Context: an optimization exercise on an open-source flow, tuned for small area and a short achievable clock period. The choices shown serve that exercise and are no tape-out recipe.
At most, simulation tests tie the RTL to the original design; equivalence was not proved.
Power is estimated from default activity; no workload was simulated.

==> flow/design.v (excerpt) <==
module debug_top #(
	parameter int ADDR_W = 6
) (
	input wire logic clk,
	input wire logic reset_i,
	input wire logic tck_i,
	input wire logic tms_i,
	input wire logic tdi_i,
	output logic tdo_o,
	input wire logic rx_bit_i,
	input wire logic rx_valid_i,
	input wire dbg_pkg::sample_t sample_i,
	input wire logic sample_valid_i
);
For scale: ~1900 cells after synthesis, about 720 flip-flops, about 29000 um2 of cells after synthesis.
Settings: LEC_CHECK=0, CAP_MARGIN=20, CORE_MARGIN=2, CORE_UTILIZATION=60, CTS_BUF_LIST=sky130_fd_sc_hd__clkbuf_16, CTS_CLUSTER_DIAMETER=80, CTS_CLUSTER_SIZE=25, SETUP_SLACK_MARGIN=4.3, SLEW_MARGIN=20; clock period 6.0 ns.
run.sh (not shown) runs the stock make flow with config.mk's settings and CLKGATE_MAP_FILE= SYNTH_SCRIPT=/design/flow/synth_recipe.tcl, a recipe that flattens the netlist after the stock synthesis.
The starting point produced a clean layout.
Edit:
SETUP_SLACK_MARGIN = 3.9   (was 4.3)
Sequential cell count does not change.
Hold slack degrades by 0.0067 ns.
Clock power is about the same.
Sequential share of layout area goes up by 5.1 points.
Global-route usage went down by 2.0 points.
Cell count falls by 5.8%.
Wire length falls by 13%.
Total power shrinks by 0.56%.
Clock-buffer cell count increases by 2.
Edit:
CTS_BUF_LIST = sky130_fd_sc_hd__clkbuf_8   (was sky130_fd_sc_hd__clkbuf_16)
CTS_CLUSTER_DIAMETER = 60   (was 80)
CTS_CLUSTER_SIZE = 16   (was 25)
SETUP_SLACK_MARGIN = 3.7   (was 3.9)
Outcome: The new run completed with no timing, DRC or antenna violations; sequential power stays flat; synthesized area is unchanged; worst setup slack got worse by 0.19 ns; routed wire length rises by 1.0%; critical path depth falls by 5; design area came out lower by 2.5%; utilization goes down by 1.7 points; power goes down by 4.5%; cell count rises by about 1%.
Edit:
CTS_BUF_LIST = default   (was sky130_fd_sc_hd__clkbuf_8)
CTS_CLUSTER_DIAMETER = default   (was 60)
CTS_CLUSTER_SIZE = default   (was 16)
Area after synthesis stays the same.
Routed wire length rises by a few percent.
Via count rises by a few percent.
Edit:
CTS_BUF_LIST = sky130_fd_sc_hd__clkbuf_16   (was default)
CTS_CLUSTER_DIAMETER = 80   (was default)
CTS_CLUSTER_SIZE = 25   (was default)
PLACE_DENSITY = 0.75   (was default)
SETUP_SLACK_MARGIN = 3.9   (was 3.7)
Effect: Global-route usage came out higher by 0.16 points; final area is lower by about 1.8%; setup slack gets better by 0.10 ns; sequential share of layout area came out higher by 1.2 points; clock skew increases by 0.010 ns; core utilization decreases by 1.3 points; die area stays the same.

== JK ==
debug_top again, from the RTL that the note above started with.
Settings: LEC_CHECK=0, CAP_MARGIN=20, CORE_MARGIN=2, CORE_UTILIZATION=60, CTS_BUF_LIST=sky130_fd_sc_hd__clkbuf_16, CTS_CLUSTER_DIAMETER=80, CTS_CLUSTER_SIZE=25, SETUP_SLACK_MARGIN=3.8, SLEW_MARGIN=20; clock period 6.0 ns.
JK | status: complete | timing, DRC, antenna: pass
Setup changes, JK to MS
- SETUP_SLACK_MARGIN: 3.8 -> 4.1
- CORE_UTILIZATION: 60 -> 70
Results
- Going from JK to MS, area growth from synthesis to layout increased 3.0 points; worst setup skew after layout increased 23 ps.
- MS against JK: sequential share of layout area decreased 1.4 points, relative slew slack decreased 11 points, area after synthesis essentially unchanged, wire length after detailed routing increased 10%.
- MS ended with more overall fraction of global-route tracks in use than JK.
- Internal power (MS over JK): decrease, about 3.3%
- MS against JK; wire length of the first global-routing pass is up by a few percent.
> inputs changed (MS -> AL)
- a change of CORE_UTILIZATION from 70 to 50
- a change of SETUP_SLACK_MARGIN from 4.1 to 3.9
[summary]
- AL ends up with a initial detailed-routing violation count that is about 36% lower than in MS.
- ~same share of flip-flops with an asynchronous set or reset after synthesis in MS and AL
- Final-layout fill cell count sits higher in AL than in MS.

The RTL this note starts from:
==> flow/design.v <==
package dbg_pkg;
	typedef logic [7:0] sample_t;
	typedef logic [31:0] count_t;
	typedef logic [3:0] ir_t;
	typedef enum logic [3:0] {
		TEST_LOGIC_RESET,
		RUN_TEST_IDLE,
		SELECT_DR,
		CAPTURE_DR,
		SHIFT_DR,
		EXIT1_DR,
		PAUSE_DR,
		EXIT2_DR,
		UPDATE_DR,
		SELECT_IR,
		CAPTURE_IR,
		SHIFT_IR,
		EXIT1_IR,
		PAUSE_IR,
		EXIT2_IR,
		UPDATE_IR
	} tap_state_t;
	localparam ir_t IR_IDCODE   = 4'h1;
	localparam ir_t IR_CTRL     = 4'h2;
	localparam ir_t IR_STATUS   = 4'h3;
	localparam ir_t IR_MEM_ADDR = 4'h4;
	localparam ir_t IR_MEM_DATA = 4'h5;
	localparam ir_t IR_BYPASS   = 4'hF;
	localparam logic [31:0] IDCODE_VAL = 32'h1DB9_0A5F;
	localparam int CTRL_W   = 8;
	localparam int STATUS_W = 65;
	localparam int DR_MAX_W = 65;
endpackage
`timescale 1ns/1ns
`default_nettype none
module debug_top #(
	parameter int ADDR_W = 6
) (
	input wire logic clk,
	input wire logic reset_i,
	input wire logic tck_i,
	input wire logic tms_i,
	input wire logic tdi_i,
	output logic tdo_o,
	input wire logic rx_bit_i,
	input wire logic rx_valid_i,
	input wire dbg_pkg::sample_t sample_i,
	input wire logic sample_valid_i
);
	localparam int DRW = dbg_pkg::DR_MAX_W;
	localparam int DEPTH = 2 ** ADDR_W;
	logic [1:0] tck_sync_q;
	logic [1:0] tms_sync_q;
	logic [1:0] tdi_sync_q;
	logic rise_q;
	logic fall_q;
	always_ff @(posedge clk) begin
		if (reset_i) begin
			tck_sync_q <= '0;
			tms_sync_q <= '1;
			tdi_sync_q <= '0;
			rise_q <= 1'b0;
			fall_q <= 1'b0;
		end else begin
			tck_sync_q <= {tck_sync_q[0], tck_i};
			tms_sync_q <= {tms_sync_q[0], tms_i};
			tdi_sync_q <= {tdi_sync_q[0], tdi_i};
			rise_q <= tck_sync_q[0] & ~tck_sync_q[1];
			fall_q <= ~tck_sync_q[0] & tck_sync_q[1];
		end
	end
	wire tms = tms_sync_q[1];
	wire tdi = tdi_sync_q[1];
	dbg_pkg::tap_state_t state_q;
	dbg_pkg::tap_state_t state_d;
	always_comb begin
		case (state_q)
			dbg_pkg::TEST_LOGIC_RESET: state_d = tms ? dbg_pkg::TEST_LOGIC_RESET : dbg_pkg::RUN_TEST_IDLE;
			dbg_pkg::RUN_TEST_IDLE:    state_d = tms ? dbg_pkg::SELECT_DR : dbg_pkg::RUN_TEST_IDLE;
			dbg_pkg::SELECT_DR:        state_d = tms ? dbg_pkg::SELECT_IR : dbg_pkg::CAPTURE_DR;
			dbg_pkg::CAPTURE_DR,
			dbg_pkg::SHIFT_DR:         state_d = tms ? dbg_pkg::EXIT1_DR : dbg_pkg::SHIFT_DR;
			dbg_pkg::EXIT1_DR:         state_d = tms ? dbg_pkg::UPDATE_DR : dbg_pkg::PAUSE_DR;
			dbg_pkg::PAUSE_DR:         state_d = tms ? dbg_pkg::EXIT2_DR : dbg_pkg::PAUSE_DR;
			dbg_pkg::EXIT2_DR:         state_d = tms ? dbg_pkg::UPDATE_DR : dbg_pkg::SHIFT_DR;
			dbg_pkg::SELECT_IR:        state_d = tms ? dbg_pkg::TEST_LOGIC_RESET : dbg_pkg::CAPTURE_IR;
			dbg_pkg::CAPTURE_IR,
			dbg_pkg::SHIFT_IR:         state_d = tms ? dbg_pkg::EXIT1_IR : dbg_pkg::SHIFT_IR;
			dbg_pkg::EXIT1_IR:         state_d = tms ? dbg_pkg::UPDATE_IR : dbg_pkg::PAUSE_IR;
			dbg_pkg::PAUSE_IR:         state_d = tms ? dbg_pkg::EXIT2_IR : dbg_pkg::PAUSE_IR;
			dbg_pkg::EXIT2_IR:         state_d = tms ? dbg_pkg::UPDATE_IR : dbg_pkg::SHIFT_IR;
			default:                   state_d = tms ? dbg_pkg::SELECT_DR : dbg_pkg::RUN_TEST_IDLE;
		endcase
	end
	wire st_tlr    = (state_q == dbg_pkg::TEST_LOGIC_RESET);
	wire st_cap_dr = (state_q == dbg_pkg::CAPTURE_DR);
	wire st_sh_dr  = (state_q == dbg_pkg::SHIFT_DR);
	wire st_upd_dr = (state_q == dbg_pkg::UPDATE_DR);
	wire st_cap_ir = (state_q == dbg_pkg::CAPTURE_IR);
	wire st_sh_ir  = (state_q == dbg_pkg::SHIFT_IR);
	wire st_upd_ir = (state_q == dbg_pkg::UPDATE_IR);
	logic [DRW-1:0] dr_sr;
	logic [DRW-1:0] dr_cap;
	dbg_pkg::ir_t ir_q;
	logic [6:0] shift_cnt_q;
	logic [7:0] first_q;
	logic [7:0] upd_val;
	always_ff @(posedge clk) begin
		if (rise_q) begin
			if (st_cap_ir)
				dr_sr <= {4'b0001, {(DRW - 4){1'b0}}};
			else if (st_cap_dr)
				dr_sr <= dr_cap;
			else if (st_sh_dr || st_sh_ir)
				dr_sr <= {tdi, dr_sr[DRW-1:1]};
		end
	end
	always_ff @(posedge clk) begin
		if (rise_q && st_cap_dr) begin
			shift_cnt_q <= '0;
			first_q <= '0;
		end else if (rise_q && st_sh_dr) begin
			if (shift_cnt_q != 7'(DRW))
				shift_cnt_q <= shift_cnt_q + 1'b1;
			if (shift_cnt_q[6:3] == 4'd0)
				first_q[shift_cnt_q[2:0]] <= tdi;
		end
	end
	assign upd_val = (shift_cnt_q == 7'(DRW)) ? dr_sr[7:0] : first_q;
	wire is_idcode = (ir_q == dbg_pkg::IR_IDCODE);
	wire is_ctrl   = (ir_q == dbg_pkg::IR_CTRL);
	wire is_status = (ir_q == dbg_pkg::IR_STATUS);
	wire is_addr   = (ir_q == dbg_pkg::IR_MEM_ADDR);
	wire is_data   = (ir_q == dbg_pkg::IR_MEM_DATA);
	wire is_bypass = (ir_q == dbg_pkg::IR_BYPASS);
	always_ff @(posedge clk) begin
		if (reset_i) begin
			state_q <= dbg_pkg::TEST_LOGIC_RESET;
			ir_q <= dbg_pkg::IR_IDCODE;
			tdo_o <= 1'b0;
		end else begin
			if (st_tlr)
				ir_q <= dbg_pkg::IR_IDCODE;
			if (rise_q) begin
				state_q <= state_d;
				if (st_upd_ir)
					ir_q <= dr_sr[DRW-1:DRW-4];
			end
			if (fall_q) begin
				if (st_sh_ir)
					tdo_o <= dr_sr[DRW-4];
				else if (st_sh_dr)
					tdo_o <= is_bypass ? dr_sr[DRW-1] : dr_sr[0];
				else
					tdo_o <= 1'b0;
			end
		end
	end
	logic [7:1] ctrl_q;
	logic cap_arm_q;
	logic rd_req_q;
	logic [ADDR_W-1:0] rd_addr_q;
	dbg_pkg::sample_t data_q;
	logic wr_en_q;
	logic cap_done_q;
	dbg_pkg::count_t correct_q;
	dbg_pkg::count_t total_q;
	wire upd = rise_q && st_upd_dr;
	wire rd_grant = rd_req_q && !wr_en_q;
	always_ff @(posedge clk) begin
		if (reset_i) begin
			ctrl_q <= '0;
			cap_arm_q <= 1'b0;
			rd_req_q <= 1'b0;
			rd_addr_q <= '0;
		end else begin
			cap_arm_q <= 1'b0;
			if (upd && is_ctrl) begin
				ctrl_q <= upd_val[7:1];
				cap_arm_q <= upd_val[0];
			end
			if (rd_grant)
				rd_req_q <= 1'b0;
			if (upd && is_addr) begin
				rd_addr_q <= upd_val[ADDR_W-1:0];
				rd_req_q <= 1'b1;
			end
		end
	end
	always_comb begin
		dr_cap = '0;
		if (is_idcode)
			dr_cap[31:0] = dbg_pkg::IDCODE_VAL;
		else if (is_ctrl)
			dr_cap[7:0] = {ctrl_q, 1'b0};
		else if (is_status)
			dr_cap = {cap_done_q, correct_q, total_q};
		else if (is_addr)
			dr_cap[ADDR_W-1:0] = rd_addr_q;
		else if (is_data)
			dr_cap[7:0] = data_q;
	end
	dbg_pkg::sample_t mem [DEPTH];
	dbg_pkg::sample_t wr_data_q;
	logic cap_active_q;
	logic [ADDR_W-1:0] cap_addr_q;
	wire [ADDR_W-1:0] wr_addr = cap_addr_q - 1'b1;
	always_ff @(posedge clk) begin
		if (wr_en_q)
			mem[wr_addr] <= wr_data_q;
	end
	always_ff @(posedge clk) begin
		if (rd_grant)
			data_q <= mem[rd_addr_q];
	end
	wire cap_take = cap_active_q && sample_valid_i;
	always_ff @(posedge clk) begin
		wr_data_q <= sample_i;
		if (reset_i) begin
			cap_active_q <= 1'b0;
			cap_addr_q <= '0;
			wr_en_q <= 1'b0;
			cap_done_q <= 1'b0;
		end else begin
			wr_en_q <= 1'b0;
			if (cap_arm_q) begin
				cap_active_q <= 1'b1;
				cap_addr_q <= '0;
				cap_done_q <= 1'b0;
			end else if (cap_take) begin
				wr_en_q <= 1'b1;
				cap_addr_q <= cap_addr_q + 1'b1;
				if (cap_addr_q == '1) begin
					cap_active_q <= 1'b0;
					cap_done_q <= 1'b1;
				end
			end
		end
	end
	logic [6:0] hist_q;
	logic [2:0] seen_q;
	wire predicted = hist_q[5] ^ hist_q[6];
	wire primed = (seen_q == 3'd7);
	always_ff @(posedge clk) begin
		if (reset_i || !ctrl_q[1]) begin
			hist_q <= '0;
			seen_q <= '0;
			correct_q <= '0;
			total_q <= '0;
		end else if (rx_valid_i) begin
			hist_q <= {hist_q[5:0], rx_bit_i};
			if (primed) begin
				total_q <= total_q + 1'b1;
				if (rx_bit_i == predicted)
					correct_q <= correct_q + 1'b1;
			end else begin
				seen_q <= seen_q + 1'b1;
			end
		end
	end
endmodule
`default_nettype wire
clock: 6.0 ns
lec_check: 0
abc_clock_period_in_ps: 2200
cap_margin: 20
core_margin: 2
core_utilization: 40
setup_slack_margin: 3.6
slew_margin: 20
The first run completed without violations.
Edit:
- ABC_CLOCK_PERIOD_IN_PS: 2200 -> not set
- SETUP_SLACK_MARGIN: 3.6 -> not set
Worst hold slack hardly moves.
Die area does not change.
Critical path depth went down by 1.
Count of clock-buffer cells in the layout went up by 3.
Routed wire length went down by 6.4%.
Via count went down by 3.7%.
Non-clock buffer count went down by 87.
Core utilization went down by 3.1 points.
No functional check of the RTL was part of any run of this note.

[re-timing with driven ports]
The flow's constraints put no driver on any port. The routed layouts listed below were extracted and timed again, unchanged, in two steps.
Step 1 (the two cells are an assumption about what drives the block):
set clk [get_ports {clk}]
set_driving_cell -lib_cell sky130_fd_sc_hd__clkbuf_16 $clk
set_driving_cell -lib_cell sky130_fd_sc_hd__buf_2 [delete_from_list [all_inputs] $clk]
Step 2 also shifts input and output timing later by t, the mid clock arrival at the registers, as if the neighbouring blocks saw the same clock.
Three values: ideal, step 1, step 2; two values: the first two.
run | shift t [ns] | setup WS [ns] | clock arrival spread, ns | worst slew at a driven data input, ns
the first run of note 1 | 0.647 | 3.628 / 3.628 / 3.049 | 0.022 / 0.023 | 0.06
the second run of note 1 | 0.655 | 3.679 / 3.679 / 3.193 | 0.027 / 0.027 | 0.04
the third run of note 1 | 0.752 | 3.490 / 3.490 / 3.043 | 0.030 / 0.030 | 0.04
the fourth run of note 1 | 0.655 | 3.552 / 3.552 / 3.104 | 0.021 / 0.021 | 0.04
the fifth run of note 1 | 0.647 | 3.652 / 3.652 / 3.078 | 0.035 / 0.035 | 0.04
JK | 0.648 | 3.547 / 3.547 / 3.148 | 0.026 / 0.026 | 0.07
MS | 0.639 | 3.489 / 3.489 / 3.057 | 0.052 / 0.052 | 0.06
AL | 0.647 | 3.549 / 3.549 / 3.103 | 0.028 / 0.028 | 0.04
the first run of note 3 | 0.697 | 3.596 / 3.596 / 3.047 | 0.054 / 0.055 | 0.09
the second run of note 3 | 0.671 | 2.468 / 2.468 / 2.187 | 0.063 / 0.062 | 0.09
After both steps every run listed still meets setup and hold. The setup slack of the first run of note 1, which loses most, moves by 0.000 ns with the drivers and by -0.579 ns with both steps.
